This design comes from an exercise in tuning for small area on the open sky130 flow, not from production work. Only simulation tests tie the RTL to the original design; equivalence was not proved. No activity file was given, so power comes from the tool's default toggle rates.

==> flow/design.v (excerpt) <==
module dcache_top (
    input  logic        CLK,
    input  logic        nRST,
    input  logic        halt_i,
    input  logic        dp_ren_i,
    input  logic        dp_wen_i,
    input  logic [31:0] dp_addr_i,
    input  logic [31:0] dp_store_i,
    output logic        dp_hit_o,
    output logic [31:0] dp_load_o,
    output logic        dp_flushed_o,
    output logic        mem_ren_o,
    output logic        mem_wen_o,
    output logic [31:0] mem_addr_o,
    output logic [31:0] mem_store_o,
    input  logic        mem_dwait_i,
    input  logic [31:0] mem_load_i
);
    localparam logic [2:0] S_LOOK = 3'd0;   
    localparam logic [2:0] S_CHK  = 3'd1;   
    localparam logic [2:0] S_WBX  = 3'd2;   
    localparam logic [2:0] S_TW   = 3'd3;   
    localparam logic [2:0] S_FX   = 3'd4;   
    localparam logic [2:0] S_FWR  = 3'd5;   
    localparam logic [2:0] S_DONE = 3'd6;   
    logic [32*32-1:0] dring;
    logic [16*26-1:0] tring;
    logic [15:0]      vring;
    logic [15:0]      xring;   
    logic [7:0]       mring;   
    logic [4:0]  pos;
    logic        sweep;    
    logic [2:0]  st;
    logic        fl;       
    logic        wd;       
    logic [3:0]  frm;      
    logic        p1;       
    logic [31:0] buf_q;    
    logic [25:0] tag_q;    
    logic [31:0] dh;
    logic [25:0] th;
    logic        vh, xh, mh;
    logic        req, pt_req, match, hit, pt_frm, pt_tag, last;
    logic        cap, cap_tag, swap, ld, hold, ws, fw, keep, fill_v;
    assign dh = dring[31:0];
    assign th = tring[25:0];
    assign vh = vring[0];
    assign xh = xring[0];
    assign mh = mring[0];
    assign req    = (dp_ren_i || dp_wen_i) && !sweep;
    assign pt_req = (pos[4] == dp_addr_i[2]) && (pos[2:0] == dp_addr_i[5:3]);
    assign match  = vh && (th == dp_addr_i[31:6]);
  ...
Size in the first run: about 2200 cells after synthesis, ~1600 flip-flops, about 200 I/O pins, about 35000 µm² of cells after synthesis.
Settings: LEC_CHECK=0, ABC_AREA=1, CAP_MARGIN=0, CORE_MARGIN=2, CORE_UTILIZATION=60, CTS_BUF_LIST=sky130_fd_sc_hd__clkbuf_8, CTS_CLUSTER_DIAMETER=50, CTS_CLUSTER_SIZE=16, PLACE_DENSITY=0.75, SETUP_SLACK_MARGIN=0.4, SLEW_MARGIN=0; clock period 7.0 ns.
standard.sh (not shown) runs the stock make flow with config.mk's settings and CLKGATE_MAP_FILE= SYNTH_SCRIPT=/design/flow/synth_recipe.tcl, a recipe that flattens the netlist after the stock synthesis.
==> flow/flow/run.sh <==
#!/bin/bash
# Standard layout with two changes:
#  - the port buffers are the smallest buffer (buf_1) rather than the cell buffer_ports picks
#    on its own; repair_design still resizes them where timing needs it;
#  - clock tree synthesis adds no dummy loads (the clock tree is balanced by its buffers only).
set -euo pipefail
export BUFFER_PORTS_ARGS="-buffer_cell sky130_fd_sc_hd__buf_1"
export CTS_ARGS="-sink_clustering_enable -repair_clock_nets -dont_use_dummy_load -sink_clustering_size 10 -sink_clustering_max_diameter 30 -buf_list sky130_fd_sc_hd__clkbuf_4"
bash standard.sh > standard_make.log 2>&1
Change:
==> flow/flow/run.sh (replaced) <==
#!/bin/bash
# Standard layout, but the port buffers are the smallest buffer (buf_1) rather than the
# cell buffer_ports picks on its own; repair_design still resizes them where timing needs it.
set -euo pipefail
export BUFFER_PORTS_ARGS="-buffer_cell sky130_fd_sc_hd__buf_1"
bash standard.sh > standard_make.log 2>&1
CAP_MARGIN = 20   (was 0)
SLEW_MARGIN = 20   (was 0)
Core utilization is higher by 0.77 points.
Global-route usage stays flat.
Die area is unchanged.
Setup slack improved by 0.011 ns.
Sequential power hardly moves.
Power is higher by about 3.5%.
Area after synthesis stays the same.
Wire length is higher by about 1.7%.
Final area is higher by about 1.2%.
Clock power is higher by 13%.
Combinational power is higher by about 1%.
Change:
==> flow/flow/run.sh (replaced) <==
#!/bin/bash
# Standard layout with two changes:
#  - the port buffers are the smallest buffer (buf_1) rather than the cell buffer_ports picks
#    on its own; repair_design still resizes them where timing needs it;
#  - clock tree synthesis adds no dummy loads (the clock tree is balanced by its buffers only).
set -euo pipefail
export BUFFER_PORTS_ARGS="-buffer_cell sky130_fd_sc_hd__buf_1"
export CTS_ARGS="-sink_clustering_enable -repair_clock_nets -dont_use_dummy_load -sink_clustering_size 20 -sink_clustering_max_diameter 40 -buf_list sky130_fd_sc_hd__clkbuf_8"
bash standard.sh > standard_make.log 2>&1
CAP_MARGIN = 0   (was 20)
CORE_UTILIZATION = 70   (was 60)
PLACE_DENSITY = 0.85   (was 0.75)
SLEW_MARGIN = 0   (was 20)
What happened: Power is lower by 1.9%. Area after synthesis does not change. Setup slack got worse by 0.30 ns. Design area falls by 1.2%. Clock skew rose by 0.031 ns. Die area falls by 14%. Sequential share of layout area goes up by 0.97 points. Utilization goes up by 10 points. Count of clock-buffer cells in the layout went up by 3. Non-clock buffer count goes down by 3.
Change:
==> flow/run.sh (new file) <==
#!/bin/bash
# synth_recipe.tcl (not shown) runs the flow's synth.tcl, then flattens the netlist and writes it again
# the make line also repeats each setting of config.mk as NAME=value (left out here)
make -C /OpenROAD-flow-scripts/flow DESIGN_CONFIG=/design/flow/config.mk WORK_HOME=/design/flow/orfs CLKGATE_MAP_FILE= SYNTH_SCRIPT=/design/flow/synth_recipe.tcl finish
CORE_UTILIZATION = 60   (was 70)
PLACE_DENSITY = 0.75   (was 0.85)
removed: flow/flow/run.sh
removed: flow/standard.sh
Outcome: Utilization falls by 8.4 points; design area rises by 4.4%; sequential share of layout area falls by 3.5 points; synthesized area stays the same; critical path depth rises by 2.

[separate check: timing with driven ports]
How much do the figures lean on ideal ports? The routed layouts below were timed once more, with nothing changed but the port constraints.
Step 1 assumes that a clkbuf_16 drives the clock port and a buf_2 every other input.
Step 2 adds t to the input delays and takes it off the output delays; t is the mean of the earliest and latest rising clock arrival at the registers after step 1. Input paths then give back, and output paths get back, about the clock's delay inside the block.
a / b / c = ideal ports / drivers / drivers and shift; a / b = the first two.
run	shift t [ns]	slack for setup (ns)	hold slack, ns	clock arrival spread, ns
the first run	1.009	2.139 / 2.116 / 2.116	0.230 / 0.230 / 0.230	0.129 / 0.128
the second run	0.771	2.149 / 2.128 / 2.128	0.293 / 0.293 / 0.293	0.064 / 0.064
the third run	0.735	1.846 / 1.821 / 1.821	0.242 / 0.242 / 0.242	0.103 / 0.102
the fourth run	0.762	1.831 / 1.778 / 1.778	0.301 / 0.301 / 0.301	0.041 / 0.041
After both steps setup and hold are still met in every run listed. The setup slack of the fourth run, which loses most, moves by -0.053 ns with the drivers and by -0.053 ns with both steps.
